This design comes from an exercise in tuning for small area, a short achievable clock period and few clock cycles per item on the open sky130 flow, not from production work.
Function was checked by simulation only, so behaviour that the tests miss may differ from the original.

// mul_unit_top
module mul_unit_top
(
  input  logic        clk,
  input  logic        rst_n,
  input  logic        in_valid,
  output logic        in_ready,
  input  logic [31:0] in_a,
  input  logic [31:0] in_b,
  input  logic [7:0]  in_tag,
  output logic        out_valid,
  input  logic        out_ready,
  output logic [63:0] out_product,
  output logic [7:0]  out_tag
);
export LEC_CHECK = 0
export ABC_CLOCK_PERIOD_IN_PS = 6000
export CAP_MARGIN = 50
export CORE_MARGIN = 2
export CORE_UTILIZATION = 65
export CTS_CLUSTER_DIAMETER = 90
export CTS_CLUSTER_SIZE = 28
export GPL_TIMING_DRIVEN = 1
export SLEW_MARGIN = 60
export SYNTH_HIERARCHICAL = 1
create_clock -name core_clock -period 26.0 [get_ports {clk}]
standard.sh (not shown) runs the stock make flow with config.mk's settings and CLKGATE_MAP_FILE= SYNTH_SCRIPT=/design/flow/synth_recipe.tcl, a recipe that flattens the netlist after the stock synthesis.
==> flow/flow/run.sh <==
#!/bin/bash
# The standard layout, with plain buffers (buf_2) on the ports instead of
# the resizer's default pick, a delay cell. Everything else is the standard flow's own
# flow (standard.sh), run unchanged.
set -euo pipefail
export BUFFER_PORTS_ARGS="-buffer_cell sky130_fd_sc_hd__buf_2"
bash standard.sh finish > standard.log 2>&1
The starting point finished with timing, DRC and antenna clean.
Testbench counts at the start, summed over its fixed seeds: cycles 16,016, items 16,000.
Then changed:
--- a/flow/config.mk
+++ b/flow/config.mk
@@ -8,9 +8,7 @@
 export ABC_CLOCK_PERIOD_IN_PS = 6000
-export CAP_MARGIN = 50
+export CAP_MARGIN = 55
 export CORE_MARGIN = 2
 export CORE_UTILIZATION = 65
-export CTS_CLUSTER_DIAMETER = 90
-export CTS_CLUSTER_SIZE = 28
 export GPL_TIMING_DRIVEN = 1
-export SLEW_MARGIN = 60
+export SLEW_MARGIN = 70
 export SYNTH_HIERARCHICAL = 1
Outcome: Via count rises by 1.5%; worst setup slack improves by 130 ps; routed wire length rises by 0.59%.
Then changed:
==> flow/flow/run.sh (replaced) <==
#!/bin/bash
set -euo pipefail
export BUFFER_PORTS_ARGS="-buffer_cell sky130_fd_sc_hd__buf_2"
export POST_RESIZE_TCL="$(pwd)/flow/rebuffer.tcl"
bash standard.sh finish > standard.log 2>&1
==> flow/flow/rebuffer.tcl (new file) <==
proc my_esc { name } {
  return [string map [list "\[" "\\\[" "\]" "\\\]"] $name]
}

proc my_rebuffer { cell } {
  set block [ord::get_db_block]
  set n 0
  foreach inst [$block getInsts] {
    set name [$inst getName]
    if { ![string match "u_pipe.s1_a*" $name] && ![string match "u_pipe.s1_one*" $name] \
         && ![string match "u_pipe.s1_two*" $name] && ![string match "u_pipe.s1_neg*" $name] } { continue }
    set qterm [$inst findITerm Q]
    if { $qterm == "NULL" } { continue }
    set net [$qterm getNet]
    if { $net == "NULL" } { continue }
    # strip buffers hanging off this net (repeatedly, for multi-level trees)
    for {set pass 0} {$pass < 4} {incr pass} {
      set bufs {}
      foreach it [$net getITerms] {
        set li [$it getInst]
        if { $li == $inst } { continue }
        set m [[$li getMaster] getName]
        if { [string match "sky130_fd_sc_hd__buf_*" $m] || [string match "sky130_fd_sc_hd__clkbuf_*" $m] } {
          set c [get_cells -quiet [$li getName]]
          if { [llength $c] == 1 } { lappend bufs $c }
        }
      }
      if { [llength $bufs] == 0 } { break }
      foreach b $bufs { remove_buffers $b }
    }
    set loads 0
    foreach it [$net getITerms] { if { [$it isInputSignal] } { incr loads } }
    if { $loads < 6 } { continue }
    set loc [$inst getLocation]
    set x [expr { [lindex $loc 0] / 1000.0 }]
    set y [expr { [lindex $loc 1] / 1000.0 }]
    insert_buffer -net [get_nets [$net getName]] -buffer_cell $cell -location [list $x $y]
    incr n
  }
  puts "my_rebuffer: buffered $n operand nets with $cell"
}

my_rebuffer sky130_fd_sc_hd__buf_4
--- a/flow/config.mk
+++ b/flow/config.mk
@@ -8,7 +8,9 @@
 export ABC_CLOCK_PERIOD_IN_PS = 6000
-export CAP_MARGIN = 55
+export CAP_MARGIN = 50
 export CORE_MARGIN = 2
 export CORE_UTILIZATION = 65
+export CTS_CLUSTER_DIAMETER = 90
+export CTS_CLUSTER_SIZE = 28
 export GPL_TIMING_DRIVEN = 1
-export SLEW_MARGIN = 70
+export SLEW_MARGIN = 60
 export SYNTH_HIERARCHICAL = 1
The changed run finished clean.
Wire length fell by 0.33%.
Clock-buffer cell count fell by 20.
Die area does not change.
Register-to-register slack is worse by 100 ps.
Cell area fell by about 3%.
Flip-flop and latch count is unchanged.
Clock skew fell by 27 ps.
Setup slack is worse by 100 ps.
Maximum frequency fell by about 1.6%.
Then changed:
==> flow/flow/run.sh (replaced) <==
#!/bin/bash
# The standard layout, with plain buffers (buf_2) on the ports instead of
# the resizer's default pick, a delay cell. Everything else is the standard flow's own
# flow (standard.sh), run unchanged.
set -euo pipefail
export BUFFER_PORTS_ARGS="-buffer_cell sky130_fd_sc_hd__buf_2"
bash standard.sh finish > standard.log 2>&1
--- a/flow/config.mk
+++ b/flow/config.mk
@@ -8,9 +8,7 @@
 export ABC_CLOCK_PERIOD_IN_PS = 6000
-export CAP_MARGIN = 50
+export CAP_MARGIN = 40
 export CORE_MARGIN = 2
-export CORE_UTILIZATION = 65
-export CTS_CLUSTER_DIAMETER = 90
-export CTS_CLUSTER_SIZE = 28
+export CORE_UTILIZATION = 60
 export GPL_TIMING_DRIVEN = 1
-export SLEW_MARGIN = 60
+export SLEW_MARGIN = 50
 export SYNTH_HIERARCHICAL = 1
removed: flow/flow/rebuffer.tcl
Cell count grows by 1.4%.
Flip-flop and latch count does not change.
Synthesized area is unchanged.
Sequential share of layout area drops by 0.22 points.
Register-to-register slack gets worse by 90 ps.


Starting RTL as in the previous note.
clock: 26.0 ns
lec_check: 0
abc_clock_period_in_ps: 6000
cap_margin: 50
core_margin: 2
core_utilization: 65
cts_cluster_diameter: 90
cts_cluster_size: 28
gpl_timing_driven: 1
slew_margin: 60
synth_hierarchical: 1
==> flow/flow/run.sh <==
#!/bin/bash
set -euo pipefail
export BUFFER_PORTS_ARGS="-buffer_cell sky130_fd_sc_hd__buf_2"
export POST_RESIZE_TCL="$(pwd)/flow/rebuffer.tcl"
bash standard.sh finish > standard.log 2>&1
==> flow/flow/rebuffer.tcl <==
proc my_esc { name } {
  return [string map [list "\[" "\\\[" "\]" "\\\]"] $name]
}

proc my_rebuffer { cell } {
  set block [ord::get_db_block]
  set n 0
  foreach inst [$block getInsts] {
    set name [$inst getName]
    if { ![string match "u_pipe.s1_a*" $name] && ![string match "u_pipe.s1_one*" $name] \
         && ![string match "u_pipe.s1_two*" $name] && ![string match "u_pipe.s1_neg*" $name] } { continue }
    set qterm [$inst findITerm Q]
    if { $qterm == "NULL" } { continue }
    set net [$qterm getNet]
    if { $net == "NULL" } { continue }
    # strip buffers hanging off this net (repeatedly, for multi-level trees)
    for {set pass 0} {$pass < 4} {incr pass} {
      set bufs {}
      foreach it [$net getITerms] {
        set li [$it getInst]
        if { $li == $inst } { continue }
        set m [[$li getMaster] getName]
        if { [string match "sky130_fd_sc_hd__buf_*" $m] || [string match "sky130_fd_sc_hd__clkbuf_*" $m] } {
          set c [get_cells -quiet [$li getName]]
          if { [llength $c] == 1 } { lappend bufs $c }
        }
      }
      if { [llength $bufs] == 0 } { break }
      foreach b $bufs { remove_buffers $b }
    }
    set loads 0
    foreach it [$net getITerms] { if { [$it isInputSignal] } { incr loads } }
    if { $loads < 6 } { continue }
    set loc [$inst getLocation]
    set x [expr { [lindex $loc 0] / 1000.0 }]
    set y [expr { [lindex $loc 1] / 1000.0 }]
    insert_buffer -net [get_nets [$net getName]] -buffer_cell $cell -location [list $x $y]
    incr n
  }
  puts "my_rebuffer: buffered $n operand nets with $cell"
}

my_rebuffer sky130_fd_sc_hd__buf_8
Testbench counts at the start, summed over its fixed seeds: cycles 16,016, items 16,000.
Rerun with:
--- a/flow/flow/rebuffer.tcl
+++ b/flow/flow/rebuffer.tcl
@@ -42,2 +42,46 @@
 
-my_rebuffer sky130_fd_sc_hd__buf_8
+# Multiplier cells whose output net matches pattern and spans more than
+# min_len_um (half perimeter of its pins) get the next drive strength up.
+proc my_upsize_long { min_len_um pattern } {
+  set block [ord::get_db_block]
+  set dbu [$block getDbUnitsPerMicron]
+  array set up {
+    sky130_fd_sc_hd__nor2_1   sky130_fd_sc_hd__nor2_2
+    sky130_fd_sc_hd__nand2_1  sky130_fd_sc_hd__nand2_2
+    sky130_fd_sc_hd__o21ai_0  sky130_fd_sc_hd__o21ai_2
+    sky130_fd_sc_hd__o21ai_1  sky130_fd_sc_hd__o21ai_2
+    sky130_fd_sc_hd__a21oi_1  sky130_fd_sc_hd__a21oi_2
+    sky130_fd_sc_hd__inv_1    sky130_fd_sc_hd__inv_2
+    sky130_fd_sc_hd__clkinv_1 sky130_fd_sc_hd__clkinv_2
+    sky130_fd_sc_hd__fa_1     sky130_fd_sc_hd__fa_2
+    sky130_fd_sc_hd__ha_1     sky130_fd_sc_hd__ha_2
+    sky130_fd_sc_hd__xnor2_1  sky130_fd_sc_hd__xnor2_2
+    sky130_fd_sc_hd__xor2_1   sky130_fd_sc_hd__xor2_2
+    sky130_fd_sc_hd__a22oi_1  sky130_fd_sc_hd__a22oi_2
+  }
+  set n 0
+  foreach net [$block getNets] {
+    if { ![string match $pattern [$net getName]] } { continue }
+    set drv ""
+    set xs {}
+    set ys {}
+    foreach it [$net getITerms] {
+      set inst [$it getInst]
+      set loc [$inst getLocation]
+      lappend xs [lindex $loc 0]
+      lappend ys [lindex $loc 1]
+      if { [$it isOutputSignal] } { set drv $inst }
+    }
+    if { $drv == "" || [llength $xs] < 2 } { continue }
+    set len [expr { ([tcl::mathfunc::max {*}$xs] - [tcl::mathfunc::min {*}$xs] + [tcl::mathfunc::max {*}$ys] - [tcl::mathfunc::min {*}$ys]) / double($dbu) }]
+    if { $len < $min_len_um } { continue }
+    set m [[$drv getMaster] getName]
+    if { ![info exists up($m)] } { continue }
+    replace_cell [get_cells [$drv getName]] $up($m)
+    incr n
+  }
+  puts "my_upsize_long: upsized $n cells on $pattern nets over $min_len_um um"
+}
+
+my_rebuffer sky130_fd_sc_hd__buf_4
+my_upsize_long 40 u_pipe.u_mul.k*
=> The new run produced a clean layout; register-to-register slack gains 0.07 ns; worst hold slack barely changes; flip-flop and latch count is unchanged; routed wire length decreases by 0.31%; global-route usage is about the same; core utilization decreases by 0.74 points; setup slack gains 0.041 ns; sequential share of layout area increases by 0.21 points; synthesized cell count stays the same; final cell count hardly moves.
Rerun with:
--- a/flow/flow/rebuffer.tcl
+++ b/flow/flow/rebuffer.tcl
@@ -85,3 +85,30 @@
 
-my_rebuffer sky130_fd_sc_hd__buf_4
+# Each output port's buffer sits next to the register that drives it, so the
+# register sees a short wire and the buffer drives the route to the pin.
+proc my_pull_output_buffers { } {
+  set block [ord::get_db_block]
+  set n 0
+  foreach bterm [$block getBTerms] {
+    if { [$bterm getIoType] != "OUTPUT" } { continue }
+    set pnet [$bterm getNet]
+    if { $pnet == "NULL" } { continue }
+    foreach it [$pnet getITerms] {
+      if { ![$it isOutputSignal] } { continue }
+      set buf [$it getInst]
+      set inet [[$buf findITerm A] getNet]
+      if { $inet == "NULL" } { continue }
+      foreach dit [$inet getITerms] {
+        if { ![$dit isOutputSignal] } { continue }
+        set drv [$dit getInst]
+        set loc [$drv getLocation]
+        $buf setLocation [lindex $loc 0] [lindex $loc 1]
+        incr n
+      }
+    }
+  }
+  puts "my_pull_output_buffers: moved $n output buffers"
+}
+
+my_rebuffer sky130_fd_sc_hd__buf_6
 my_upsize_long 40 u_pipe.u_mul.k*
+my_pull_output_buffers
Settings changed: CAP_MARGIN 50 to 45, SLEW_MARGIN 60 to 55.
What happened: Routed wire length came out lower by 0.55%. Design area came out higher by 0.56%. Clock-buffer cell count is unchanged. Setup slack gets better by 0.057 ns. Worst hold slack hardly moves. Global-route usage came out lower by 0.20 points. Core utilization came out higher by 0.38 points. Register-to-register slack gets better by 0.11 ns.
Rerun with:
--- a/flow/flow/rebuffer.tcl
+++ b/flow/flow/rebuffer.tcl
@@ -111,3 +111,3 @@
 
-my_rebuffer sky130_fd_sc_hd__buf_6
+my_rebuffer sky130_fd_sc_hd__buf_8
 my_upsize_long 40 u_pipe.u_mul.k*
Settings changed: CAP_MARGIN 45 to 50, SLEW_MARGIN 55 to 60.
Area after synthesis does not change.
Sequential share of layout area drops by 0.19 points.
Cell area climbs slightly.
Synthesized cell count does not change.
Cell count barely changes.
Worst setup slack is worse by 0.011 ns.
Core utilization climbs by 0.70 points.
Rerun with:
--- a/flow/flow/rebuffer.tcl
+++ b/flow/flow/rebuffer.tcl
@@ -111,3 +111,3 @@
 
-my_rebuffer sky130_fd_sc_hd__buf_8
+my_rebuffer sky130_fd_sc_hd__buf_6
 my_upsize_long 40 u_pipe.u_mul.k*
Clock skew drops by 0.0046 ns; worst hold slack is worse by 0.020 ns; via count hardly moves; worst setup slack gains 0.013 ns.

==> afterwards: timing with drivers on the ports <==
The flow's constraints put no driver on any port. The routed layouts listed below were extracted and timed again, unchanged, in two steps.
Step 1 (the two cells are an assumption about what drives the block):
set clk [get_ports {clk}]
set_driving_cell -lib_cell sky130_fd_sc_hd__clkbuf_16 $clk
set_driving_cell -lib_cell sky130_fd_sc_hd__buf_2 [delete_from_list [all_inputs] $clk]
Step 2 adds t to the input delays and takes it off the output delays; t is the mean of the earliest and latest rising clock arrival at the registers after step 1. Input paths then give back, and output paths get back, about the clock's delay inside the block.
Slacks: ideal ports / drivers / drivers and shift; pairs: ideal ports / drivers.
| run | t (ns) | slack for setup (ns) | hold WS [ns] | worst data-port slew with drivers (ns) |
|---|---|---|---|---|
| the first run of note 1 | 0.601 | 19.501 / 19.501 / 19.379 | 0.428 / 0.428 / 0.428 | 0.07 |
| the second run of note 1 | 0.639 | 19.631 / 19.568 / 19.411 | 0.419 / 0.419 / 0.419 | 0.07 |
| the third run of note 1 | 0.575 | 19.530 / 19.530 / 19.369 | 0.428 / 0.428 / 0.428 | 0.08 |
| the fourth run of note 1 | 0.661 | 19.440 / 19.440 / 19.411 | 0.414 / 0.414 / 0.414 | 0.05 |
| the first run of note 2 | 0.579 | 19.614 / 19.614 / 19.388 | 0.428 / 0.428 / 0.428 | 0.08 |
| the second run of note 2 | 0.591 | 19.656 / 19.591 / 19.371 | 0.428 / 0.428 / 0.428 | 0.07 |
| the third run of note 2 | 0.586 | 19.713 / 19.656 / 19.382 | 0.427 / 0.427 / 0.427 | 0.08 |
| the fourth run of note 2 | 0.591 | 19.703 / 19.644 / 19.387 | 0.426 / 0.426 / 0.426 | 0.07 |
| the fifth run of note 2 | 0.587 | 19.716 / 19.655 / 19.389 | 0.406 / 0.406 / 0.406 | 0.07 |
After both steps every run listed still meets setup and hold. The setup slack of the third run of note 2, which loses most, moves by -0.057 ns with the drivers and by -0.331 ns with both steps.
